Background: an optimization exercise with open tools, aiming at small area, a short achievable clock period and few clock cycles per item. Do not read the settings as production practice. At most, simulation tests tie the RTL to the original design; equivalence was not proved. For run 1, only the layout was checked, not whether the RTL still works. Power and IR drop assume default switching activity.

File: flow/design.v
package hdbe_op_pkg;
  typedef enum logic [3:0] {
    ADD  = 4'd0,
    SUB  = 4'd1,
    MUL  = 4'd2,
    SHL  = 4'd3,
    LSHR = 4'd4,
    ASHR = 4'd5,
    AND  = 4'd6,
    OR   = 4'd7,
    XOR  = 4'd8
  } op_e;
  localparam logic [3:0] OpLastLegal = 4'd8;
  typedef struct packed {
    logic ovf;
    logic zero;
    logic illegal;
  } op_flags_t;
  function automatic logic op_is_legal(input logic [3:0] op);
    op_is_legal = (op <= OpLastLegal);
  endfunction
endpackage
module binary_op_alu (
  input  logic [31:0] x,        
  input  logic [3:0]  bone,     
  input  logic [3:0]  btwo,     
  input  logic [3:0]  bneg,     
  input  logic [33:0] as_i,     
  input  logic [33:0] ac_i,     
  input  logic        notlast,  
  output logic [41:0] so,
  output logic [41:0] co
);
  logic [33:0] pp0, pp1, pp2, pp3;
  logic [3:0]  neg;
  function automatic logic [33:0] booth(input logic one, input logic two,
                                        input logic n, input logic [31:0] xx);
    logic [32:0] mag;
    mag   = ({33{one}} & {xx[31], xx}) | ({33{two}} & {xx, 1'b0});
    booth = {mag[32], mag} ^ {34{n}};
  endfunction
  assign pp0 = booth(bone[0], btwo[0], bneg[0], x);
  assign pp1 = booth(bone[1], btwo[1], bneg[1], x);
  assign pp2 = booth(bone[2], btwo[2], bneg[2], x);
  assign pp3 = booth(bone[3], btwo[3], bneg[3], x);
  assign neg = bneg;
  logic w1;
  logic w2;
  logic w3;
  logic w4;
  logic w5;
  logic w6;
  logic w7;
  logic w8;
  logic w9;
  logic w10;
  logic w11;
  logic w12;
  logic w13;
  logic w14;
  logic w15;
  logic w16;
  logic w17;
  logic w18;
  logic w19;
  logic w20;
  logic w21;
  logic w22;
  logic w23;
  logic w24;
  logic w25;
  logic w26;
  logic w27;
  logic w28;
  logic w29;
  logic w30;
  logic w31;
  logic w32;
  logic w33;
  logic w34;
  logic w35;
  logic w36;
  logic w37;
  logic w38;
  logic w39;
  logic w40;
  logic w41;
  logic w42;
  logic w43;
  logic w44;
  logic w45;
  logic w46;
  logic w47;
  logic w48;
  logic w49;
  logic w50;
  logic w51;
  logic w52;
  logic w53;
  logic w54;
  logic w55;
  logic w56;
  logic w57;
  logic w58;
  logic w59;
  logic w60;
  logic w61;
  logic w62;
  logic w63;
  logic w64;
  logic w65;
  logic w66;
  logic w67;
  logic w68;
  logic w69;
  logic w70;
  logic w71;
  logic w72;
  logic w73;
  logic w74;
  logic w75;
  logic w76;
  logic w77;
  logic w78;
  logic w79;
  logic w80;
  logic w81;
  logic w82;
  logic w83;
  logic w84;
  logic w85;
  logic w86;
  logic w87;
  logic w88;
  logic w89;
  logic w90;
  logic w91;
  logic w92;
  logic w93;
  logic w94;
  logic w95;
  logic w96;
  logic w97;
  logic w98;
  logic w99;
  logic w100;
  logic w101;
  logic w102;
  logic w103;
  logic w104;
  logic w105;
  logic w106;
  logic w107;
  logic w108;
  logic w109;
  logic w110;
  logic w111;
  logic w112;
  logic w113;
  logic w114;
  logic w115;
  logic w116;
  logic w117;
  logic w118;
  logic w119;
  logic w120;
  logic w121;
  logic w122;
  logic w123;
  logic w124;
  logic w125;
  logic w126;
  logic w127;
  logic w128;
  logic w129;
  logic w130;
  logic w131;
  logic w132;
  logic w133;
  logic w134;
  logic w135;
  logic w136;
  logic w137;
  logic w138;
  logic w139;
  logic w140;
  logic w141;
  logic w142;
  logic w143;
  logic w144;
  logic w145;
  logic w146;
  logic w147;
  logic w148;
  logic w149;
  logic w150;
  logic w151;
  logic w152;
  logic w153;
  logic w154;
  logic w155;
  logic w156;
  logic w157;
  logic w158;
  logic w159;
  logic w160;
  logic w161;
  logic w162;
  logic w163;
  logic w164;
  logic w165;
  logic w166;
  logic w167;
  logic w168;
  logic w169;
  logic w170;
  logic w171;
  logic w172;
  logic w173;
  logic w174;
  logic w175;
  logic w176;
  logic w177;
  logic w178;
  logic w179;
  logic w180;
  logic w181;
  logic w182;
  logic w183;
  logic w184;
  logic w185;
  logic w186;
  logic w187;
  logic w188;
  logic w189;
  logic w190;
  logic w191;
  logic w192;
  logic w193;
  logic w194;
  logic w195;
  logic w196;
  logic w197;
  logic w198;
  logic w199;
  logic w200;
  logic w201;
  logic w202;
  logic w203;
  logic w204;
  logic w205;
  logic w206;
  logic w207;
  logic w208;
  logic w209;
  logic w210;
  logic w211;
  logic w212;
  logic w213;
  logic w214;
  logic w215;
  logic w216;
  logic w217;
  logic w218;
  logic w219;
  logic w220;
  logic w221;
  logic w222;
  logic w223;
  logic w224;
  logic w225;
  logic w226;
  logic w227;
  logic w228;
  logic w229;
  logic w230;
  logic w231;
  logic w232;
  logic w233;
  logic w234;
  logic w235;
  logic w236;
  logic w237;
  logic w238;
  logic w239;
  logic w240;
  logic w241;
  logic w242;
  logic w243;
  logic w244;
  logic w245;
  logic w246;
  logic w247;
  logic w248;
  logic w249;
  logic w250;
  logic w251;
  logic w252;
  logic w253;
  logic w254;
  logic w255;
  logic w256;
  logic w257;
  logic w258;
  logic w259;
  logic w260;
  logic w261;
  logic w262;
  logic w263;
  logic w264;
  logic w265;
  logic w266;
  logic w267;
  logic w268;
  logic w269;
  logic w270;
  logic w271;
  logic w272;
  logic w273;
  logic w274;
  logic w275;
  logic w276;
  logic w277;
  logic w278;
  logic w279;
  logic w280;
  logic w281;
  logic w282;
  logic w283;
  logic w284;
  logic w285;
  logic w286;
  logic w287;
  logic w288;
  logic w289;
  logic w290;
  logic w291;
  logic w292;
  logic w293;
  logic w294;
  logic w295;
  logic w296;
  logic w297;
  logic w298;
  logic w299;
  logic w300;
  logic w301;
  logic w302;
  logic w303;
  logic w304;
  logic w305;
  logic w306;
  logic w307;
  logic w308;
  logic w309;
  logic w310;
  logic w311;
  logic w312;
  logic w313;
  logic w314;
  logic w315;
  logic w316;
  logic w317;
  logic w318;
  logic w319;
  logic w320;
  logic w321;
  logic w322;
  logic w323;
  logic w324;
  logic w325;
  logic w326;
  logic w327;
  logic w328;
  logic w329;
  logic w330;
  logic w331;
  logic w332;
  logic w333;
  logic w334;
  logic w335;
  logic w336;
  logic w337;
  logic w338;
  assign w1 = as_i[6] ^ ac_i[6];
  assign w2 = as_i[6] & ac_i[6];
  assign w3 = as_i[7] ^ ac_i[7];
  assign w4 = as_i[7] & ac_i[7];
  assign w5 = as_i[8] ^ ac_i[8];
  assign w6 = as_i[8] & ac_i[8];
  assign w7 = as_i[9] ^ ac_i[9];
  assign w8 = as_i[9] & ac_i[9];
  assign w9 = as_i[10] ^ ac_i[10];
  assign w10 = as_i[10] & ac_i[10];
  assign w11 = as_i[11] ^ ac_i[11];
  assign w12 = as_i[11] & ac_i[11];
  assign w13 = as_i[12] ^ ac_i[12];
  assign w14 = as_i[12] & ac_i[12];
  assign w15 = as_i[13] ^ ac_i[13];
  assign w16 = as_i[13] & ac_i[13];
  assign w17 = as_i[14] ^ ac_i[14];
  assign w18 = as_i[14] & ac_i[14];
  assign w19 = as_i[15] ^ ac_i[15];
  assign w20 = as_i[15] & ac_i[15];
  assign w21 = as_i[16] ^ ac_i[16];
  assign w22 = as_i[16] & ac_i[16];
  assign w23 = as_i[17] ^ ac_i[17];
  assign w24 = as_i[17] & ac_i[17];
  assign w25 = as_i[18] ^ ac_i[18];
  assign w26 = as_i[18] & ac_i[18];
  assign w27 = as_i[19] ^ ac_i[19];
  assign w28 = as_i[19] & ac_i[19];
  assign w29 = as_i[20] ^ ac_i[20];
  assign w30 = as_i[20] & ac_i[20];
  assign w31 = as_i[21] ^ ac_i[21];
  assign w32 = as_i[21] & ac_i[21];
  assign w33 = as_i[22] ^ ac_i[22];
  assign w34 = as_i[22] & ac_i[22];
  assign w35 = as_i[23] ^ ac_i[23];
  assign w36 = as_i[23] & ac_i[23];
  assign w37 = as_i[24] ^ ac_i[24];
  assign w38 = as_i[24] & ac_i[24];
  assign w39 = as_i[25] ^ ac_i[25];
  assign w40 = as_i[25] & ac_i[25];
  assign w41 = as_i[26] ^ ac_i[26];
  assign w42 = as_i[26] & ac_i[26];
  assign w43 = as_i[27] ^ ac_i[27];
  assign w44 = as_i[27] & ac_i[27];
  assign w45 = as_i[28] ^ ac_i[28];
  assign w46 = as_i[28] & ac_i[28];
  assign w47 = as_i[29] ^ ac_i[29];
  assign w48 = as_i[29] & ac_i[29];
  assign w49 = as_i[30] ^ ac_i[30];
  assign w50 = as_i[30] & ac_i[30];
  assign w51 = as_i[31] ^ ac_i[31];
  assign w52 = as_i[31] & ac_i[31];
  assign w53 = as_i[32] ^ ac_i[32];
  assign w54 = as_i[32] & ac_i[32];
  assign w55 = as_i[33] ^ ac_i[33];
  assign w56 = as_i[33] & ac_i[33];
  assign w57 = as_i[2] ^ ac_i[2];
  assign w58 = as_i[2] & ac_i[2];
  assign w59 = as_i[3] ^ ac_i[3];
  assign w60 = as_i[3] & ac_i[3];
  assign w61 = as_i[4] ^ ac_i[4] ^ pp0[4];
  assign w62 = (as_i[4] & ac_i[4]) | (as_i[4] & pp0[4]) | (ac_i[4] & pp0[4]);
  assign w63 = pp1[2] ^ pp2[0];
  assign w64 = pp1[2] & pp2[0];
  assign w65 = as_i[5] ^ ac_i[5] ^ pp0[5];
  assign w66 = (as_i[5] & ac_i[5]) | (as_i[5] & pp0[5]) | (ac_i[5] & pp0[5]);
  assign w67 = pp1[3] ^ pp2[1];
  assign w68 = pp1[3] & pp2[1];
  assign w69 = pp0[6] ^ pp1[4] ^ pp2[2];
  assign w70 = (pp0[6] & pp1[4]) | (pp0[6] & pp2[2]) | (pp1[4] & pp2[2]);
  assign w71 = pp3[0] ^ neg[3] ^ w1;
  assign w72 = (pp3[0] & neg[3]) | (pp3[0] & w1) | (neg[3] & w1);
  assign w73 = pp0[7] ^ pp1[5] ^ pp2[3];
  assign w74 = (pp0[7] & pp1[5]) | (pp0[7] & pp2[3]) | (pp1[5] & pp2[3]);
  assign w75 = pp3[1] ^ w2 ^ w3;
  assign w76 = (pp3[1] & w2) | (pp3[1] & w3) | (w2 & w3);
  assign w77 = pp0[8] ^ pp1[6] ^ pp2[4];
  assign w78 = (pp0[8] & pp1[6]) | (pp0[8] & pp2[4]) | (pp1[6] & pp2[4]);
  assign w79 = pp3[2] ^ w4 ^ w5;
  assign w80 = (pp3[2] & w4) | (pp3[2] & w5) | (w4 & w5);
  assign w81 = pp0[9] ^ pp1[7] ^ pp2[5];
  assign w82 = (pp0[9] & pp1[7]) | (pp0[9] & pp2[5]) | (pp1[7] & pp2[5]);
  assign w83 = pp3[3] ^ w6 ^ w7;
  assign w84 = (pp3[3] & w6) | (pp3[3] & w7) | (w6 & w7);
  assign w85 = pp0[10] ^ pp1[8] ^ pp2[6];
  assign w86 = (pp0[10] & pp1[8]) | (pp0[10] & pp2[6]) | (pp1[8] & pp2[6]);
  assign w87 = pp3[4] ^ w8 ^ w9;
  assign w88 = (pp3[4] & w8) | (pp3[4] & w9) | (w8 & w9);
  assign w89 = pp0[11] ^ pp1[9] ^ pp2[7];
  assign w90 = (pp0[11] & pp1[9]) | (pp0[11] & pp2[7]) | (pp1[9] & pp2[7]);
  assign w91 = pp3[5] ^ w10 ^ w11;
  assign w92 = (pp3[5] & w10) | (pp3[5] & w11) | (w10 & w11);
  assign w93 = pp0[12] ^ pp1[10] ^ pp2[8];
  assign w94 = (pp0[12] & pp1[10]) | (pp0[12] & pp2[8]) | (pp1[10] & pp2[8]);
  assign w95 = pp3[6] ^ w12 ^ w13;
  assign w96 = (pp3[6] & w12) | (pp3[6] & w13) | (w12 & w13);
  assign w97 = pp0[13] ^ pp1[11] ^ pp2[9];
  assign w98 = (pp0[13] & pp1[11]) | (pp0[13] & pp2[9]) | (pp1[11] & pp2[9]);
  assign w99 = pp3[7] ^ w14 ^ w15;
  assign w100 = (pp3[7] & w14) | (pp3[7] & w15) | (w14 & w15);
  assign w101 = pp0[14] ^ pp1[12] ^ pp2[10];
  assign w102 = (pp0[14] & pp1[12]) | (pp0[14] & pp2[10]) | (pp1[12] & pp2[10]);
  assign w103 = pp3[8] ^ w16 ^ w17;
  assign w104 = (pp3[8] & w16) | (pp3[8] & w17) | (w16 & w17);
  assign w105 = pp0[15] ^ pp1[13] ^ pp2[11];
  assign w106 = (pp0[15] & pp1[13]) | (pp0[15] & pp2[11]) | (pp1[13] & pp2[11]);
  assign w107 = pp3[9] ^ w18 ^ w19;
  assign w108 = (pp3[9] & w18) | (pp3[9] & w19) | (w18 & w19);
  assign w109 = pp0[16] ^ pp1[14] ^ pp2[12];
  assign w110 = (pp0[16] & pp1[14]) | (pp0[16] & pp2[12]) | (pp1[14] & pp2[12]);
  assign w111 = pp3[10] ^ w20 ^ w21;
  assign w112 = (pp3[10] & w20) | (pp3[10] & w21) | (w20 & w21);
  assign w113 = pp0[17] ^ pp1[15] ^ pp2[13];
  assign w114 = (pp0[17] & pp1[15]) | (pp0[17] & pp2[13]) | (pp1[15] & pp2[13]);
  assign w115 = pp3[11] ^ w22 ^ w23;
  assign w116 = (pp3[11] & w22) | (pp3[11] & w23) | (w22 & w23);
  assign w117 = pp0[18] ^ pp1[16] ^ pp2[14];
  assign w118 = (pp0[18] & pp1[16]) | (pp0[18] & pp2[14]) | (pp1[16] & pp2[14]);
  assign w119 = pp3[12] ^ w24 ^ w25;
  assign w120 = (pp3[12] & w24) | (pp3[12] & w25) | (w24 & w25);
  assign w121 = pp0[19] ^ pp1[17] ^ pp2[15];
  assign w122 = (pp0[19] & pp1[17]) | (pp0[19] & pp2[15]) | (pp1[17] & pp2[15]);
  assign w123 = pp3[13] ^ w26 ^ w27;
  assign w124 = (pp3[13] & w26) | (pp3[13] & w27) | (w26 & w27);
  assign w125 = pp0[20] ^ pp1[18] ^ pp2[16];
  assign w126 = (pp0[20] & pp1[18]) | (pp0[20] & pp2[16]) | (pp1[18] & pp2[16]);
  assign w127 = pp3[14] ^ w28 ^ w29;
  assign w128 = (pp3[14] & w28) | (pp3[14] & w29) | (w28 & w29);
  assign w129 = pp0[21] ^ pp1[19] ^ pp2[17];
  assign w130 = (pp0[21] & pp1[19]) | (pp0[21] & pp2[17]) | (pp1[19] & pp2[17]);
  assign w131 = pp3[15] ^ w30 ^ w31;
  assign w132 = (pp3[15] & w30) | (pp3[15] & w31) | (w30 & w31);
  assign w133 = pp0[22] ^ pp1[20] ^ pp2[18];
  assign w134 = (pp0[22] & pp1[20]) | (pp0[22] & pp2[18]) | (pp1[20] & pp2[18]);
  assign w135 = pp3[16] ^ w32 ^ w33;
  assign w136 = (pp3[16] & w32) | (pp3[16] & w33) | (w32 & w33);
  assign w137 = pp0[23] ^ pp1[21] ^ pp2[19];
  assign w138 = (pp0[23] & pp1[21]) | (pp0[23] & pp2[19]) | (pp1[21] & pp2[19]);
  assign w139 = pp3[17] ^ w34 ^ w35;
  assign w140 = (pp3[17] & w34) | (pp3[17] & w35) | (w34 & w35);
  assign w141 = pp0[24] ^ pp1[22] ^ pp2[20];
  assign w142 = (pp0[24] & pp1[22]) | (pp0[24] & pp2[20]) | (pp1[22] & pp2[20]);
  assign w143 = pp3[18] ^ w36 ^ w37;
  assign w144 = (pp3[18] & w36) | (pp3[18] & w37) | (w36 & w37);
  assign w145 = pp0[25] ^ pp1[23] ^ pp2[21];
  assign w146 = (pp0[25] & pp1[23]) | (pp0[25] & pp2[21]) | (pp1[23] & pp2[21]);
  assign w147 = pp3[19] ^ w38 ^ w39;
  assign w148 = (pp3[19] & w38) | (pp3[19] & w39) | (w38 & w39);
  assign w149 = pp0[26] ^ pp1[24] ^ pp2[22];
  assign w150 = (pp0[26] & pp1[24]) | (pp0[26] & pp2[22]) | (pp1[24] & pp2[22]);
  assign w151 = pp3[20] ^ w40 ^ w41;
  assign w152 = (pp3[20] & w40) | (pp3[20] & w41) | (w40 & w41);
  assign w153 = pp0[27] ^ pp1[25] ^ pp2[23];
  assign w154 = (pp0[27] & pp1[25]) | (pp0[27] & pp2[23]) | (pp1[25] & pp2[23]);
  assign w155 = pp3[21] ^ w42 ^ w43;
  assign w156 = (pp3[21] & w42) | (pp3[21] & w43) | (w42 & w43);
  assign w157 = pp0[28] ^ pp1[26] ^ pp2[24];
  assign w158 = (pp0[28] & pp1[26]) | (pp0[28] & pp2[24]) | (pp1[26] & pp2[24]);
  assign w159 = pp3[22] ^ w44 ^ w45;
  assign w160 = (pp3[22] & w44) | (pp3[22] & w45) | (w44 & w45);
  assign w161 = pp0[29] ^ pp1[27] ^ pp2[25];
  assign w162 = (pp0[29] & pp1[27]) | (pp0[29] & pp2[25]) | (pp1[27] & pp2[25]);
  assign w163 = pp3[23] ^ w46 ^ w47;
  assign w164 = (pp3[23] & w46) | (pp3[23] & w47) | (w46 & w47);
  assign w165 = pp0[30] ^ pp1[28] ^ pp2[26];
  assign w166 = (pp0[30] & pp1[28]) | (pp0[30] & pp2[26]) | (pp1[28] & pp2[26]);
  assign w167 = pp3[24] ^ w48 ^ w49;
  assign w168 = (pp3[24] & w48) | (pp3[24] & w49) | (w48 & w49);
  assign w169 = pp0[31] ^ pp1[29] ^ pp2[27];
  assign w170 = (pp0[31] & pp1[29]) | (pp0[31] & pp2[27]) | (pp1[29] & pp2[27]);
  assign w171 = pp3[25] ^ w50 ^ w51;
  assign w172 = (pp3[25] & w50) | (pp3[25] & w51) | (w50 & w51);
  assign w173 = pp0[32] ^ pp1[30] ^ pp2[28];
  assign w174 = (pp0[32] & pp1[30]) | (pp0[32] & pp2[28]) | (pp1[30] & pp2[28]);
  assign w175 = pp3[26] ^ w52 ^ w53;
  assign w176 = (pp3[26] & w52) | (pp3[26] & w53) | (w52 & w53);
  assign w177 = ~pp0[33] ^ pp1[31] ^ pp2[29];
  assign w178 = (~pp0[33] & pp1[31]) | (~pp0[33] & pp2[29]) | (pp1[31] & pp2[29]);
  assign w179 = pp3[27] ^ w54 ^ w55;
  assign w180 = (pp3[27] & w54) | (pp3[27] & w55) | (w54 & w55);
  assign w181 = 1'b1 ^ pp1[32] ^ pp2[30];
  assign w182 = (1'b1 & pp1[32]) | (1'b1 & pp2[30]) | (pp1[32] & pp2[30]);
  assign w183 = pp3[28] ^ w56;
  assign w184 = pp3[28] & w56;
  assign w185 = ~pp1[33] ^ pp2[31];
  assign w186 = ~pp1[33] & pp2[31];
  assign w187 = as_i[0] ^ ac_i[0];
  assign w188 = as_i[0] & ac_i[0];
  assign w189 = as_i[1] ^ ac_i[1];
  assign w190 = as_i[1] & ac_i[1];
  assign w191 = pp0[2] ^ pp1[0] ^ neg[1];
  assign w192 = (pp0[2] & pp1[0]) | (pp0[2] & neg[1]) | (pp1[0] & neg[1]);
  assign w193 = pp0[3] ^ pp1[1] ^ w58;
  assign w194 = (pp0[3] & pp1[1]) | (pp0[3] & w58) | (pp1[1] & w58);
  assign w195 = neg[2] ^ w60 ^ w61;
  assign w196 = (neg[2] & w60) | (neg[2] & w61) | (w60 & w61);
  assign w197 = w62 ^ w64 ^ w65;
  assign w198 = (w62 & w64) | (w62 & w65) | (w64 & w65);
  assign w199 = w66 ^ w68 ^ w69;
  assign w200 = (w66 & w68) | (w66 & w69) | (w68 & w69);
  assign w201 = w70 ^ w72 ^ w73;
  assign w202 = (w70 & w72) | (w70 & w73) | (w72 & w73);
  assign w203 = w74 ^ w76 ^ w77;
  assign w204 = (w74 & w76) | (w74 & w77) | (w76 & w77);
  assign w205 = w78 ^ w80 ^ w81;
  assign w206 = (w78 & w80) | (w78 & w81) | (w80 & w81);
  assign w207 = w82 ^ w84 ^ w85;
  assign w208 = (w82 & w84) | (w82 & w85) | (w84 & w85);
  assign w209 = w86 ^ w88 ^ w89;
  assign w210 = (w86 & w88) | (w86 & w89) | (w88 & w89);
  assign w211 = w90 ^ w92 ^ w93;
  assign w212 = (w90 & w92) | (w90 & w93) | (w92 & w93);
  assign w213 = w94 ^ w96 ^ w97;
  assign w214 = (w94 & w96) | (w94 & w97) | (w96 & w97);
  assign w215 = w98 ^ w100 ^ w101;
  assign w216 = (w98 & w100) | (w98 & w101) | (w100 & w101);
  assign w217 = w102 ^ w104 ^ w105;
  assign w218 = (w102 & w104) | (w102 & w105) | (w104 & w105);
  assign w219 = w106 ^ w108 ^ w109;
  assign w220 = (w106 & w108) | (w106 & w109) | (w108 & w109);
  assign w221 = w110 ^ w112 ^ w113;
  assign w222 = (w110 & w112) | (w110 & w113) | (w112 & w113);
  assign w223 = w114 ^ w116 ^ w117;
  assign w224 = (w114 & w116) | (w114 & w117) | (w116 & w117);
  assign w225 = w118 ^ w120 ^ w121;
  assign w226 = (w118 & w120) | (w118 & w121) | (w120 & w121);
  assign w227 = w122 ^ w124 ^ w125;
  assign w228 = (w122 & w124) | (w122 & w125) | (w124 & w125);
  assign w229 = w126 ^ w128 ^ w129;
  assign w230 = (w126 & w128) | (w126 & w129) | (w128 & w129);
  assign w231 = w130 ^ w132 ^ w133;
  assign w232 = (w130 & w132) | (w130 & w133) | (w132 & w133);
  assign w233 = w134 ^ w136 ^ w137;
  assign w234 = (w134 & w136) | (w134 & w137) | (w136 & w137);
  assign w235 = w138 ^ w140 ^ w141;
  assign w236 = (w138 & w140) | (w138 & w141) | (w140 & w141);
  assign w237 = w142 ^ w144 ^ w145;
  assign w238 = (w142 & w144) | (w142 & w145) | (w144 & w145);
  assign w239 = w146 ^ w148 ^ w149;
  assign w240 = (w146 & w148) | (w146 & w149) | (w148 & w149);
  assign w241 = w150 ^ w152 ^ w153;
  assign w242 = (w150 & w152) | (w150 & w153) | (w152 & w153);
  assign w243 = w154 ^ w156 ^ w157;
  assign w244 = (w154 & w156) | (w154 & w157) | (w156 & w157);
  assign w245 = w158 ^ w160 ^ w161;
  assign w246 = (w158 & w160) | (w158 & w161) | (w160 & w161);
  assign w247 = w162 ^ w164 ^ w165;
  assign w248 = (w162 & w164) | (w162 & w165) | (w164 & w165);
  assign w249 = w166 ^ w168 ^ w169;
  assign w250 = (w166 & w168) | (w166 & w169) | (w168 & w169);
  assign w251 = w170 ^ w172 ^ w173;
  assign w252 = (w170 & w172) | (w170 & w173) | (w172 & w173);
  assign w253 = w174 ^ w176 ^ w177;
  assign w254 = (w174 & w176) | (w174 & w177) | (w176 & w177);
  assign w255 = w178 ^ w180 ^ w181;
  assign w256 = (w178 & w180) | (w178 & w181) | (w180 & w181);
  assign w257 = pp3[29] ^ w182 ^ w184;
  assign w258 = (pp3[29] & w182) | (pp3[29] & w184) | (w182 & w184);
  assign w259 = 1'b1 ^ pp2[32] ^ pp3[30];
  assign w260 = (1'b1 & pp2[32]) | (1'b1 & pp3[30]) | (pp2[32] & pp3[30]);
  assign w261 = pp0[0] ^ neg[0];
  assign w262 = pp0[0] & neg[0];
  assign w263 = pp0[1] ^ w188 ^ w189;
  assign w264 = (pp0[1] & w188) | (pp0[1] & w189) | (w188 & w189);
  assign w265 = w57 ^ w190 ^ w191;
  assign w266 = (w57 & w190) | (w57 & w191) | (w190 & w191);
  assign w267 = w59 ^ w192 ^ w193;
  assign w268 = (w59 & w192) | (w59 & w193) | (w192 & w193);
  assign w269 = w63 ^ w194 ^ w195;
  assign w270 = (w63 & w194) | (w63 & w195) | (w194 & w195);
  assign w271 = w67 ^ w196 ^ w197;
  assign w272 = (w67 & w196) | (w67 & w197) | (w196 & w197);
  assign w273 = w71 ^ w198 ^ w199;
  assign w274 = (w71 & w198) | (w71 & w199) | (w198 & w199);
  assign w275 = w75 ^ w200 ^ w201;
  assign w276 = (w75 & w200) | (w75 & w201) | (w200 & w201);
  assign w277 = w79 ^ w202 ^ w203;
  assign w278 = (w79 & w202) | (w79 & w203) | (w202 & w203);
  assign w279 = w83 ^ w204 ^ w205;
  assign w280 = (w83 & w204) | (w83 & w205) | (w204 & w205);
  assign w281 = w87 ^ w206 ^ w207;
  assign w282 = (w87 & w206) | (w87 & w207) | (w206 & w207);
  assign w283 = w91 ^ w208 ^ w209;
  assign w284 = (w91 & w208) | (w91 & w209) | (w208 & w209);
  assign w285 = w95 ^ w210 ^ w211;
  assign w286 = (w95 & w210) | (w95 & w211) | (w210 & w211);
  assign w287 = w99 ^ w212 ^ w213;
  assign w288 = (w99 & w212) | (w99 & w213) | (w212 & w213);
  assign w289 = w103 ^ w214 ^ w215;
  assign w290 = (w103 & w214) | (w103 & w215) | (w214 & w215);
  assign w291 = w107 ^ w216 ^ w217;
  assign w292 = (w107 & w216) | (w107 & w217) | (w216 & w217);
  assign w293 = w111 ^ w218 ^ w219;
  assign w294 = (w111 & w218) | (w111 & w219) | (w218 & w219);
  assign w295 = w115 ^ w220 ^ w221;
  assign w296 = (w115 & w220) | (w115 & w221) | (w220 & w221);
  assign w297 = w119 ^ w222 ^ w223;
  assign w298 = (w119 & w222) | (w119 & w223) | (w222 & w223);
  assign w299 = w123 ^ w224 ^ w225;
  assign w300 = (w123 & w224) | (w123 & w225) | (w224 & w225);
  assign w301 = w127 ^ w226 ^ w227;
  assign w302 = (w127 & w226) | (w127 & w227) | (w226 & w227);
  assign w303 = w131 ^ w228 ^ w229;
  assign w304 = (w131 & w228) | (w131 & w229) | (w228 & w229);
  assign w305 = w135 ^ w230 ^ w231;
  assign w306 = (w135 & w230) | (w135 & w231) | (w230 & w231);
  assign w307 = w139 ^ w232 ^ w233;
  assign w308 = (w139 & w232) | (w139 & w233) | (w232 & w233);
  assign w309 = w143 ^ w234 ^ w235;
  assign w310 = (w143 & w234) | (w143 & w235) | (w234 & w235);
  assign w311 = w147 ^ w236 ^ w237;
  assign w312 = (w147 & w236) | (w147 & w237) | (w236 & w237);
  assign w313 = w151 ^ w238 ^ w239;
  assign w314 = (w151 & w238) | (w151 & w239) | (w238 & w239);
  assign w315 = w155 ^ w240 ^ w241;
  assign w316 = (w155 & w240) | (w155 & w241) | (w240 & w241);
  assign w317 = w159 ^ w242 ^ w243;
  assign w318 = (w159 & w242) | (w159 & w243) | (w242 & w243);
  assign w319 = w163 ^ w244 ^ w245;
  assign w320 = (w163 & w244) | (w163 & w245) | (w244 & w245);
  assign w321 = w167 ^ w246 ^ w247;
  assign w322 = (w167 & w246) | (w167 & w247) | (w246 & w247);
  assign w323 = w171 ^ w248 ^ w249;
  assign w324 = (w171 & w248) | (w171 & w249) | (w248 & w249);
  assign w325 = w175 ^ w250 ^ w251;
  assign w326 = (w175 & w250) | (w175 & w251) | (w250 & w251);
  assign w327 = w179 ^ w252 ^ w253;
  assign w328 = (w179 & w252) | (w179 & w253) | (w252 & w253);
  assign w329 = w183 ^ w254 ^ w255;
  assign w330 = (w183 & w254) | (w183 & w255) | (w254 & w255);
  assign w331 = w185 ^ w256 ^ w257;
  assign w332 = (w185 & w256) | (w185 & w257) | (w256 & w257);
  assign w333 = w186 ^ w258 ^ w259;
  assign w334 = (w186 & w258) | (w186 & w259) | (w258 & w259);
  assign w335 = ~pp2[33] ^ pp3[31] ^ w260;
  assign w336 = (~pp2[33] & pp3[31]) | (~pp2[33] & w260) | (pp3[31] & w260);
  assign w337 = 1'b1 ^ pp3[32];
  assign w338 = 1'b1 & pp3[32];
  assign so = {1'b0, notlast, ~pp3[33], w336, w334, w332, w330, w328, w326, w324, w322, w320, w318, w316, w314, w312, w310, w308, w306, w304, w302, w300, w298, w296, w294, w292, w290, w288, w286, w284, w282, w280, w278, w276, w274, w272, w270, w268, w266, w264, w262, w187};
  assign co = {1'b0, 1'b0, w338, w337, w335, w333, w331, w329, w327, w325, w323, w321, w319, w317, w315, w313, w311, w309, w307, w305, w303, w301, w299, w297, w295, w293, w291, w289, w287, w285, w283, w281, w279, w277, w275, w273, w271, w269, w267, w265, w263, w261};
endmodule
module binary_op_pipe
#(
  parameter int ParamBitWidth = 32,
  parameter int ParamLatency  = 2,
  parameter int ParamTagWidth = 8
) (
  input  logic                     clk,
  input  logic                     reset,
  input  logic                     in_valid,
  output logic                     in_ready,
  input  logic [3:0]               in_op,
  input  logic [ParamBitWidth-1:0] in_lhs,
  input  logic [ParamBitWidth-1:0] in_rhs,
  input  logic [ParamTagWidth-1:0] in_tag,
  output logic                     out_valid,
  input  logic                     out_ready,
  output logic [ParamBitWidth-1:0] out_result,
  output logic [ParamTagWidth-1:0] out_tag,
  output logic                     out_ovf,
  output logic                     out_zero,
  output logic                     out_illegal
);
  logic        iv;           
  logic [3:0]  iop;
  logic [31:0] ia;           
  logic [31:0] ib;           
  logic [7:0]  itag;
  logic [4:0]  shamt;        
  logic        big;          
  logic        fill;         
  logic [2:0]  cnt;          
  logic        plast;        
  logic [3:0]  bone, btwo, bneg;   
  logic        cy;           
  logic [33:0] acs;          
  logic [33:0] acc;          
  logic        sv;           
  logic        ov;
  logic [31:0] ores;
  logic [7:0]  otag;
  logic        oovf, oill;
  logic is_addsub, is_sub, is_mul, is_shl, is_shr, is_ashr;
  logic is_and, is_or, is_xor, is_ill, is_logic;
  assign is_addsub = (iop[3:1] == 3'd0);
  assign is_sub    = (iop == 4'd1);
  assign is_mul    = (iop == 4'd2);
  assign is_shl    = (iop == 4'd3);
  assign is_shr    = (iop == 4'd4) || (iop == 4'd5);
  assign is_ashr   = (iop == 4'd5);
  assign is_and    = (iop == 4'd6);
  assign is_or     = (iop == 4'd7);
  assign is_xor    = (iop == 4'd8);
  assign is_ill    = (iop > 4'd8);
  assign is_logic  = is_and || is_or || is_xor;
  logic mul_fin, mul_pass, mul_last;
  assign mul_fin  = is_mul && cnt[2];
  assign mul_pass = iv && is_mul && !cnt[2] && !sv;
  assign mul_last = plast;
  logic [31:0] sum_s, p_s, g_s, t_s, logic_s;
  logic [32:0] sum33_s;
  logic        cin, ovf_as, eq0_s, eq1_s;
  assign cin     = is_sub | (is_mul & cy);
  assign sum33_s = {ia, 1'b1} + {ib, cin};
  assign sum_s   = sum33_s[32:1];
  assign p_s     = ia ^ ib;
  assign g_s     = ia & ib;
  assign t_s     = ia | ib;
  assign ovf_as  = (ia[31] == ib[31]) && (sum_s[31] != ia[31]);
  assign eq0_s   = (p_s == {t_s[30:0], cin});
  assign eq1_s   = (~p_s == {g_s[30:0], cin});
  assign logic_s = ({32{is_xor | is_or}} & p_s) | ({32{is_and | is_or}} & g_s);
  logic [31:0] sy, sy_rev;
  always_comb begin
    logic [32:0] r;
    r  = $signed({fill, ia}) >>> shamt;
    sy = big ? {32{fill}} : r[31:0];
  end
  always_comb begin
    for (int i = 0; i < 32; i++) sy_rev[i] = sy[31-i];
  end
  logic [41:0] mso, mco;
  logic [8:0]  mlo;           
  binary_op_alu u_mpass (
    .x       (ia),
    .bone    (bone),
    .btwo    (btwo),
    .bneg    (bneg),
    .as_i    (acs),
    .ac_i    (acc),
    .notlast (!mul_last),
    .so      (mso),
    .co      (mco)
  );
  assign mlo = {1'b0, mso[7:0]} + {1'b0, mco[7:0]} + {8'd0, cy};
  logic [31:0] eres;
  logic [7:0]  etag;
  logic        eovf, eill, edone, ego;
  logic        s_sum, s_shl, s_shr, s_log, s_acc;
  assign s_sum = is_addsub & !sv;
  assign s_shl = is_shl & !sv;
  assign s_shr = is_shr & !sv;
  assign s_log = is_logic & !sv;
  assign s_acc = is_mul | sv;
  assign eres = ({32{s_sum}} & sum_s) | ({32{s_shl}} & sy_rev) | ({32{s_shr}} & sy)
              | ({32{s_log}} & logic_s) | ({32{s_acc}} & acs[31:0]);
  assign eovf  = sv ? acc[8] : ((is_addsub & ovf_as) | (is_mul & (acs[31] ? !eq1_s : !eq0_s)));
  assign eill  = sv ? acc[9] : is_ill;
  assign etag  = sv ? acc[7:0] : itag;
  assign edone = !is_mul || cnt[2];
  assign ego   = iv && edone && !sv;
  function automatic logic [11:0] booth_dec(input logic [8:0] y);
    logic [3:0] one, two, neg;
    for (int t = 0; t < 4; t++) begin
      neg[t] = y[2*t+2];
      one[t] = y[2*t+1] ^ y[2*t];
      two[t] = (y[2*t+2] & ~y[2*t+1] & ~y[2*t]) | (~y[2*t+2] & y[2*t+1] & y[2*t]);
    end
    booth_dec = {one, two, neg};
  endfunction
  logic out_take;
  logic [31:0] in_lhs_rev;
  always_comb begin
    for (int i = 0; i < 32; i++) in_lhs_rev[i] = in_lhs[31-i];
  end
  logic       rdy;
  logic       iv_n, sv_n, ov_n, rdy_n, mul_n;
  logic [2:0] cnt_n;
  assign in_ready = rdy;
  assign out_take = !ov || out_ready;
  assign iv_n  = rdy ? in_valid : iv;
  assign mul_n = rdy ? (in_op == 4'd2) : is_mul;
  assign cnt_n = ego ? 3'd0 : (mul_pass ? cnt + 3'd1 : cnt);
  assign sv_n  = sv ? !out_take : (ego && !out_take);
  assign ov_n  = out_take ? (sv || ego) : ov;
  assign rdy_n = !iv_n || ((!mul_n || cnt_n[2]) && !sv_n);
  always_ff @(posedge clk or posedge reset) begin
    if (reset) begin
      iv  <= 1'b0;
      cnt <= 3'd0;
      sv  <= 1'b0;
      ov  <= 1'b0;
      rdy <= 1'b1;
      plast <= 1'b0;
    end else begin
      iv  <= iv_n;
      cnt <= cnt_n;
      sv  <= sv_n;
      ov  <= ov_n;
      rdy <= rdy_n;
      plast <= (cnt_n == 3'd3);
    end
  end
  always_ff @(posedge clk) begin
    if (rdy) begin
      iop  <= in_op;
      ia   <= (in_op == 4'd3) ? in_lhs_rev : in_lhs;
      ib   <= in_rhs ^ {32{in_op == 4'd1}};
      itag <= in_tag;
      shamt <= in_rhs[4:0];
      big  <= |in_rhs[31:5];
      fill <= (in_op == 4'd5) & in_lhs[31];
      cy   <= 1'b0;
      {bone, btwo, bneg} <= booth_dec({in_rhs[7:0], 1'b0});
    end else if (mul_pass) begin
      {bone, btwo, bneg} <= booth_dec(ib[15:7]);
      cy    <= mlo[8];
      if (mul_last) begin
        ia <= mso[39:8];
        ib <= mco[39:8];
      end else begin
        ib <= {mlo[7:0], ib[31:8]};
      end
    end
    if (mul_pass) begin
      if (mul_last) begin
        acs <= {2'b00, mlo[7:0], ib[31:8]};
      end else begin
        acs <= mso[41:8];
        acc <= mco[41:8];
      end
    end else if (!(sv && !out_take)) begin
      if (!sv && ego && !out_take) begin
        acs <= {2'b00, eres};
        acc <= {24'd0, eill, eovf, etag};
      end else begin
        acs <= 34'h200000000;
        acc <= 34'd0;
      end
    end
    if (out_take) begin
      ores <= eres;
      otag <= etag;
      oovf <= eovf;
      oill <= eill;
    end
  end
  assign out_valid   = ov;
  assign out_result  = ores;
  assign out_tag     = otag;
  assign out_ovf     = oovf;
  assign out_zero    = (ores == 32'd0);
  assign out_illegal = oill;
endmodule
File: flow/run.sh
#!/bin/bash
# synth_recipe.tcl (not shown) runs the flow's synth.tcl, then flattens the netlist and writes it again
# the make line also repeats each setting of config.mk as NAME=value (left out here)
make -C /OpenROAD-flow-scripts/flow DESIGN_CONFIG=/design/flow/config.mk WORK_HOME=/design/flow/orfs CLKGATE_MAP_FILE= SYNTH_SCRIPT=/design/flow/synth_recipe.tcl finish
File: flow/config.mk
export PLATFORM = sky130hd
export DESIGN_NAME = binary_op_pipe
export DESIGN_NICKNAME = binary_op_pipe
export VERILOG_FILES = /design/flow/design.v
export SDC_FILE = /design/flow/constraint.sdc
export NUM_CORES = 4
export LEC_CHECK = 0
export CAP_MARGIN = 50
export CORE_MARGIN = 2
export CORE_UTILIZATION = 75
export CTS_BUF_LIST = sky130_fd_sc_hd__clkbuf_8
export SLEW_MARGIN = 65
File: flow/constraint.sdc
create_clock -name core_clock -period 12.0 [get_ports {clk}]
set_input_delay 2.4000 -clock core_clock [delete_from_list [all_inputs] [get_ports {clk}]]
set_output_delay 2.4000 -clock core_clock [all_outputs]
set_load 0.01 [all_outputs]
==> results of run 1 <==
-- per-stage QoR --
step	hold WS [ns]	cells	util [%]	power [mW]	cell area (µm²)
after CTS	0.566	2910	85.0	7.79	25900
after detailed placement	0.500	2840	82.6	6.89	25100
after global placement	0.478	2775	80.0	6.50	24300
after floorplan	0.462	2413	-	4.63	23100
-- worst min-delay path by stage --
stage                       from     end  slack (ns)  cells past startpoint
after floorplan           cnt[1]  cnt[1]        0.46                      2
after global placement    cnt[1]  cnt[1]        0.48                      2
after detailed placement  cnt[1]  cnt[1]        0.50                      2
after CTS                 cnt[1]  cnt[1]        0.57                      2
-- power by group through the flow --
stage | Combinational (mW) | Clock (mW) | Sequential, mW
after floorplan | 3.48 | 0 | 1.15
after detailed placement | 5.66 | 0 | 1.23
after CTS | 5.89 | 0.675 | 1.22
after global placement | 5.16 | 0 | 1.35
-- metal layers --
| metal | GRT overflow | track usage [%] |
|---|---|---|
| met1 | 0 | 74.3 |
| met2 | 3 | 89.7 |
| met3 | 0 | 60.9 |
| met4 | 1 | 71.5 |
| met5 | 0 | 37.2 |
-- cells by family after synthesis --
group	after synthesis	share of synthesized area (%)
AOI/OAI and AO/OA	550	16.4
DFF	212	27.4
buffers and inverters	493	8.39
muxes	179	9.42
and+or+nand+nor	476	9.83
adders and majority gates	268	19.6
xor gates and xnor gates	235	8.92
==> metrics.md, run 1 <==
| Metric | Value |
|---|---|
| Cts hold-fix bufs | `0` |
| Post-DP HPWL | `71,700 µm` |
| Rows | `64` |
| Synth Cell Area | `0.0231 mm²` |
| Area contributors post-synth | `edfxtp_1, fa_1, ha_1` |
| Largest area contributor in the netlist | `edfxtp_1` |
| Post-synth top area share | `26.4%` |
| Gpl congestion | `1.11` |
| Async SR Flop Fraction | `3.77%` |
| # port buffers | `124` |
| Seq/Total Area, Yosys | `27.4%` |
| Most used DFF post-synth | `edfxtp_1` |
| Net Count, Synth | `2,761` |
| EDFF count, synth | `203` |
| Synth cell count leaders | `inv_1, edfxtp_1, nand2_1` |
| Post-Syn Instances | `2,413` |
| Post-cts repair resize count | `0` |
| Grt ovf | `4` |
| Ports | `125` |
| Setup WS pre-CTS | `7.23 ns` |
| Most common cell in the netlist | `inv_1` |
| Synth unique cells | `90` |
| CTS Buf Count | `38` |
| CTS Buffer Depth | `3` |
| Run Error | `[ERROR GRT-0232] Routing congestion too high. Check the congestion heatmap in the GUI.` |
| Pin count of the biggest net entering global routing | `78` |
| Clock Sinks | `212` |
| Total GRT Usage | `74.3%` |
| Initial Util | `75.8%` |
| Synthesis-stage register bit count | `212` |
| Status | `aborted with a tool error` |
| Clock tree root driver cell | `clkbuf_8` |
| Post-Syn Area per Cell | `9.56 µm²` |
| Die span in y | `179 µm` |
| Die extent in x | `179 µm` |
| Ys Warns | `2` |
| Failing step | `5_1_grt` |
| H-tree Lvls | `2` |
| Setup Fix Bufs, Post-CTS | `0` |
==> run 2, diff against run 1 <==
--- a/flow/design.v
+++ b/flow/design.v
@@ -752,7 +752,3 @@
   logic [7:0]  itag;
-  logic [4:0]  shamt;        
-  logic        big;          
-  logic        fill;         
   logic [2:0]  cnt;          
-  logic        plast;        
   logic [3:0]  bone, btwo, bneg;   
@@ -765,3 +761,3 @@
   logic [7:0]  otag;
-  logic        oovf, oill;
+  logic        oovf, ozero, oill;
   logic is_addsub, is_sub, is_mul, is_shl, is_shr, is_ashr;
@@ -782,6 +778,6 @@
   assign mul_pass = iv && is_mul && !cnt[2] && !sv;
-  assign mul_last = plast;
+  assign mul_last = (cnt[1:0] == 2'd3);
   logic [31:0] sum_s, p_s, g_s, t_s, logic_s;
   logic [32:0] sum33_s;
-  logic        cin, ovf_as, eq0_s, eq1_s;
+  logic        cin, ovf_as, zero_as, eq0_s, eq1_s;
   assign cin     = is_sub | (is_mul & cy);
@@ -795,7 +791,11 @@
   assign eq1_s   = (~p_s == {g_s[30:0], cin});
+  assign zero_as = eq0_s;
   assign logic_s = ({32{is_xor | is_or}} & p_s) | ({32{is_and | is_or}} & g_s);
   logic [31:0] sy, sy_rev;
+  logic        fill, big;
+  assign fill = is_ashr & ia[31];
+  assign big  = |ib[31:5];
   always_comb begin
     logic [32:0] r;
-    r  = $signed({fill, ia}) >>> shamt;
+    r  = $signed({fill, ia}) >>> ib[4:0];
     sy = big ? {32{fill}} : r[31:0];
@@ -807,2 +807,4 @@
   logic [8:0]  mlo;           
+  logic        first;
+  assign first = (cnt[1:0] == 2'd0);
   binary_op_alu u_mpass (
@@ -812,4 +814,4 @@
     .bneg    (bneg),
-    .as_i    (acs),
-    .ac_i    (acc),
+    .as_i    (first ? 34'h200000000 : acs),
+    .ac_i    (first ? 34'd0 : acc),
     .notlast (!mul_last),
@@ -819,5 +821,5 @@
   assign mlo = {1'b0, mso[7:0]} + {1'b0, mco[7:0]} + {8'd0, cy};
-  logic [31:0] eres;
+  logic [31:0] eres, eres_nz;
   logic [7:0]  etag;
-  logic        eovf, eill, edone, ego;
+  logic        eovf, ezero, eill, edone, ego;
   logic        s_sum, s_shl, s_shr, s_log, s_acc;
@@ -828,4 +830,6 @@
   assign s_acc = is_mul | sv;
-  assign eres = ({32{s_sum}} & sum_s) | ({32{s_shl}} & sy_rev) | ({32{s_shr}} & sy)
-              | ({32{s_log}} & logic_s) | ({32{s_acc}} & acs[31:0]);
+  assign eres_nz = ({32{s_shl}} & sy_rev) | ({32{s_shr}} & sy)
+                 | ({32{s_log}} & logic_s) | ({32{s_acc}} & acs[31:0]);
+  assign eres  = ({32{s_sum}} & sum_s) | eres_nz;
+  assign ezero = sv ? acc[10] : (is_addsub ? zero_as : (eres_nz == 32'd0));
   assign eovf  = sv ? acc[8] : ((is_addsub & ovf_as) | (is_mul & (acs[31] ? !eq1_s : !eq0_s)));
@@ -867,3 +871,2 @@
       rdy <= 1'b1;
-      plast <= 1'b0;
     end else begin
@@ -874,3 +877,2 @@
       rdy <= rdy_n;
-      plast <= (cnt_n == 3'd3);
     end
@@ -883,5 +885,2 @@
       itag <= in_tag;
-      shamt <= in_rhs[4:0];
-      big  <= |in_rhs[31:5];
-      fill <= (in_op == 4'd5) & in_lhs[31];
       cy   <= 1'b0;
@@ -905,10 +904,5 @@
       end
-    end else if (!(sv && !out_take)) begin
-      if (!sv && ego && !out_take) begin
-        acs <= {2'b00, eres};
-        acc <= {24'd0, eill, eovf, etag};
-      end else begin
-        acs <= 34'h200000000;
-        acc <= 34'd0;
-      end
+    end else if (!sv) begin
+      acs[31:0] <= eres;
+      acc[10:0] <= {ezero, eill, eovf, etag};
     end
@@ -918,2 +912,3 @@
       oovf <= eovf;
+      ozero <= ezero;
       oill <= eill;
@@ -925,3 +920,3 @@
   assign out_ovf     = oovf;
-  assign out_zero    = (ores == 32'd0);
+  assign out_zero    = ozero;
   assign out_illegal = oill;
--- a/flow/config.mk
+++ b/flow/config.mk
@@ -7,6 +7,5 @@
 export LEC_CHECK = 0
-export CAP_MARGIN = 50
+export CAP_MARGIN = 20
 export CORE_MARGIN = 2
-export CORE_UTILIZATION = 75
-export CTS_BUF_LIST = sky130_fd_sc_hd__clkbuf_8
-export SLEW_MARGIN = 65
+export CORE_UTILIZATION = 65
+export SLEW_MARGIN = 20
==> run 2 against run 1 <==
Net effect: the run now finishes clean; area after synthesis decreased by 1.6%; synthesized cell count decreased by 2.3%.
==> metrics.md, run 2 <==
| Metric | Value |
|---|---|
| Max FFs per register | `33` |
| Clock slew at reported path FFs | `0.07 ns` |
| Setup WS pre-CTS | `6.86 ns (was 7.23 ns)` |
| Busiest metal layer after global routing | `met2` |
| Initial Util | `65.9% (was 75.8%)` |
| Met1 Use GR | `67.4%` |
| Element type at the critical path end | `flop` |
| DR vias/cell | `7.54` |
| Area contributors post-synth | `edfxtp_1, fa_1, xor2_1 (was edfxtp_1, fa_1, ha_1)` |
| Pwr dens | `320 mW/mm²` |
| DR vias | `21,500` |
| Largest area contributor in the netlist | `edfxtp_1 (unchanged)` |
| Max FO, Critical Path | `15` |
| Worst-skew pair later-pin latency | `0.57 ns` |
| Total GRT Usage | `56.3%` |
| Ys Warns | `2 (unchanged)` |
| Die extent in x | `191 µm (was 179 µm)` |
| Seq/Total Area, Yosys | `26.8% (was 27.4%)` |
| Rel. slew slack | `13.0%` |
| Hold Fails Final Rpt | `0` |
| Ports | `125 (unchanged)` |
| Post-DP HPWL | `75,100 µm (was 71,700 µm)` |
| Clock tree root driver cell | `clkbuf_16 (was clkbuf_8)` |
| Leakage Power | `10.5 nW` |
| Min Tclk post-route | `5.39 ns` |
| Max VDD drop | `463 µV` |
| Post-Syn Instances | `2,357 (was 2,413)` |
| CP max stage delay | `1.16 ns` |
| CTS Buf Count | `24 (was 38)` |
| Setup Fix Bufs, Post-CTS | `0 (unchanged)` |
| Die area | `0.0364 mm²` |
| Post-Syn Area per Cell | `9.63 µm² (was 9.56 µm²)` |
| Global-route wire length before repair | `145,000 µm` |
| Total power draw | `8.05 mW` |
| Area growth syn-to-layout | `10.7%` |
| RSZ-0062 raised after global routing | `no` |
| DR pass1 iterations | `12` |
| Net Count, Synth | `2,709 (was 2,761)` |
| Cells along the critical path | `a22oi_1 -> xor2_1 -> fa_1 -> inv_1 -> fa_1 -> inv_1 -> fa_1 -> inv_1 -> ha_1 -> o21ai_0 -> nand2b_1 -> a21o_1 -> a21oi_1 -> xnor2_1 -> a21oi_1 -> a21oi_1` |
| Drt initial violations | `3,873` |
| DRC | `0` |
| Total negative slack | `0 ns` |
| Met3 GRT Util | `28.1%` |
| Setup violators final | `0` |
| Setup Skew | `0.0167 ns` |
| Startpoint types | `flop` |
| Clock Sinks | `204 (was 212)` |
| CTS Buffer Depth | `3 (unchanged)` |
| Synth Cell Area | `0.0227 mm² (was 0.0231 mm²)` |
| F_max | `185 MHz` |
| Maxcap violations | `0` |
| Biggest register | `acs` |
| Vias in the first global route | `21,200` |
| Fin crit share | `45.0%` |
| Status | `finished clean (was aborted with a tool error)` |
| Hold Crit Class | `flop to flop` |
| Most used DFF post-synth | `edfxtp_1 (unchanged)` |
| Die span in y | `191 µm (was 179 µm)` |
| Layout cells sized above 1 | `8.90%` |
| Post-cts repair resize count | `0 (unchanged)` |
| Commonest non-fill, non-tap cell in the layout | `inv_1` |
| DRT antenna net count | `0` |
| Rows | `68 (was 64)` |
| Crit path DAT | `5.69 ns` |
| Synthesis-stage register bit count | `204 (was 212)` |
| Synth cell count leaders | `inv_1, edfxtp_1, xor2_1 (was inv_1, edfxtp_1, nand2_1)` |
| H-tree Lvls | `1 (was 2)` |
| NumNets Final | `2,726` |
| # port buffers | `124 (unchanged)` |
| Crit path max-delay cell type | `edfxtp_1` |
| Cts hold-fix bufs | `0 (unchanged)` |
| WL per Instance | `35.5 µm` |
| Worst Setup Path Type | `flop to flop` |
| TritonCTS clock tree | `yes` |
| Pin count of the biggest net entering global routing | `103` |
| Initial antenna violation count | `13` |
| DRT Wirelength | `101,000 µm` |
| Fin. max-slew vios | `0` |
| Met2 usage | `77.8%` |
| Worst Path Required | `12.29 ns` |
| Worst setup margin | `6.61 ns` |
| Most common cell in the netlist | `inv_1 (unchanged)` |
| Post-synth top area share | `25.9% (was 26.4%)` |
| Synth unique cells | `82 (was 90)` |
| Grt ovf | `0` |
| Async SR Flop Fraction | `3.43% (was 3.77%)` |
| Core Footprint | `0.0345 mm²` |
| EDFF count, synth | `196 (was 203)` |
| Slew @ Worst Pin | `1.30 ns` |
| Gpl congestion | `1.09 (was 1.11)` |
| Most frequent cells in the layout | `inv_1, edfxtp_1, xor2_1` |
[run 2: changes by cell type after synthesis, sizes merged, moves of 17 or more]
cell,previous run,this run
mux2i,123,92
a21oi,91,119
xnor2,105,56
o21ai,109,80
mux2,30,47
and3,24,4
nor2b,5,71
xor2,130,174
nand2,158,140
nand3,29,12
[run 2: cell families (layout without fill, tap and decap cells)]
group | count (synthesis) | in the layout | share of synthesized area (%)
buffers and inverters | 474 | 509 | 8.02
adder cells (fa/ha/maj) | 272 | 272 | 20.2
AO/OA/AOI/OAI | 531 | 531 | 15.8
XOR/XNOR | 230 | 230 | 8.88
AND/OR/NAND/NOR | 471 | 471 | 10.3
flip-flops | 204 | 204 | 26.8
multiplexers | 175 | 175 | 9.96
other | 0 | 6 | 0
[run 2: routing by layer]
layer	share of wire [%]	vias to the layer above
li1	-	8296
met1	32	10100
met2	40	2399
met3	18	699
met4	9.9	18
met5	0.11	-
[run 2: layout make-up]
type | instances | area, µm²
multi-input cells | 1679 | 14900
diodes | 6 | 15.0
repair buffers | 192 | 1770
fillers | 2386 | 9330
inverters | 273 | 1020
clock inverters | 17 | 201
well taps | 455 | 569
flip-flops and latches | 204 | 6090
clock buffers | 27 | 612
[run 2: report_power, final]
| group | internal (mW) | switching (mW) |
|---|---|---|
| Clock | 0.454 | 0.338 |
| Sequential | 1.10 | 0.266 |
| Combinational | 2.12 | 3.76 |
[run 2: through the flow]
stage / hold WS, ns / std cells / cell area [µm²] / util, %
finish: 0.564 / 2853 / 25100 / 72.9
global route: 0.578 / 2847 / 25100 / 72.9
CTS: 0.566 / 2846 / 25100 / 72.8
detailed placement: 0.551 / 2802 / 24300 / 70.4
global placement: 0.526 / 2802 / 24300 / 70.4
floorplan: 0.489 / 2357 / 22700 / -
[run 2: critical path: cells and delay by family, from the launching register on]
family | cells | cell delay [ns]
compound gates | 6 | 1.42
xor+xnor | 2 | 0.34
flops | 1 | 1.16
fa+ha+maj | 4 | 1.91
simple gates | 1 | 0.12
buf+inv | 3 | 0.18
[run 2: worst paths after layout]
check | startpoint | end | slack (ns) | cells after the start
max in group asynchronous | reset | rdy | 9.55 | 2
hold reg to reg | itag[4] | otag[4] | 0.56 | 1
hold / removal | itag[4] | otag[4] | 0.56 | 1
setup reg to reg | ia[3] | acs[31] | 6.61 | 16
setup / recovery | ia[3] | acs[31] | 6.61 | 16
min in group asynchronous | reset | ov | 2.15 | 2
Testbench counts of run 2, summed over its fixed seeds: cycles 22,384, items 16,000.

afterwards: timing with drivers on the ports:
Ports are ideal in the flow. The routed layout listed here was re-timed in OpenROAD. Step 1: set_driving_cell puts a clkbuf_16 on clk and a buf_2 on each other input, an assumption about the parent block. Step 2 also shifts input and output timing later by t, the mid clock arrival at the registers, as if the neighbouring blocks saw the same clock. a / b / c = no drivers / after step 1 / after step 2; a / b = the first two.
run: run 2
shift t [ns]: 0.617
setup WS [ns]: 6.606 / 6.606 / 6.606
clock arrival spread, ns: 0.017 / 0.017
After both steps run 2 still meets setup and hold. The setup slack of run 2 moves by 0.000 ns with the drivers and by 0.000 ns with both steps.
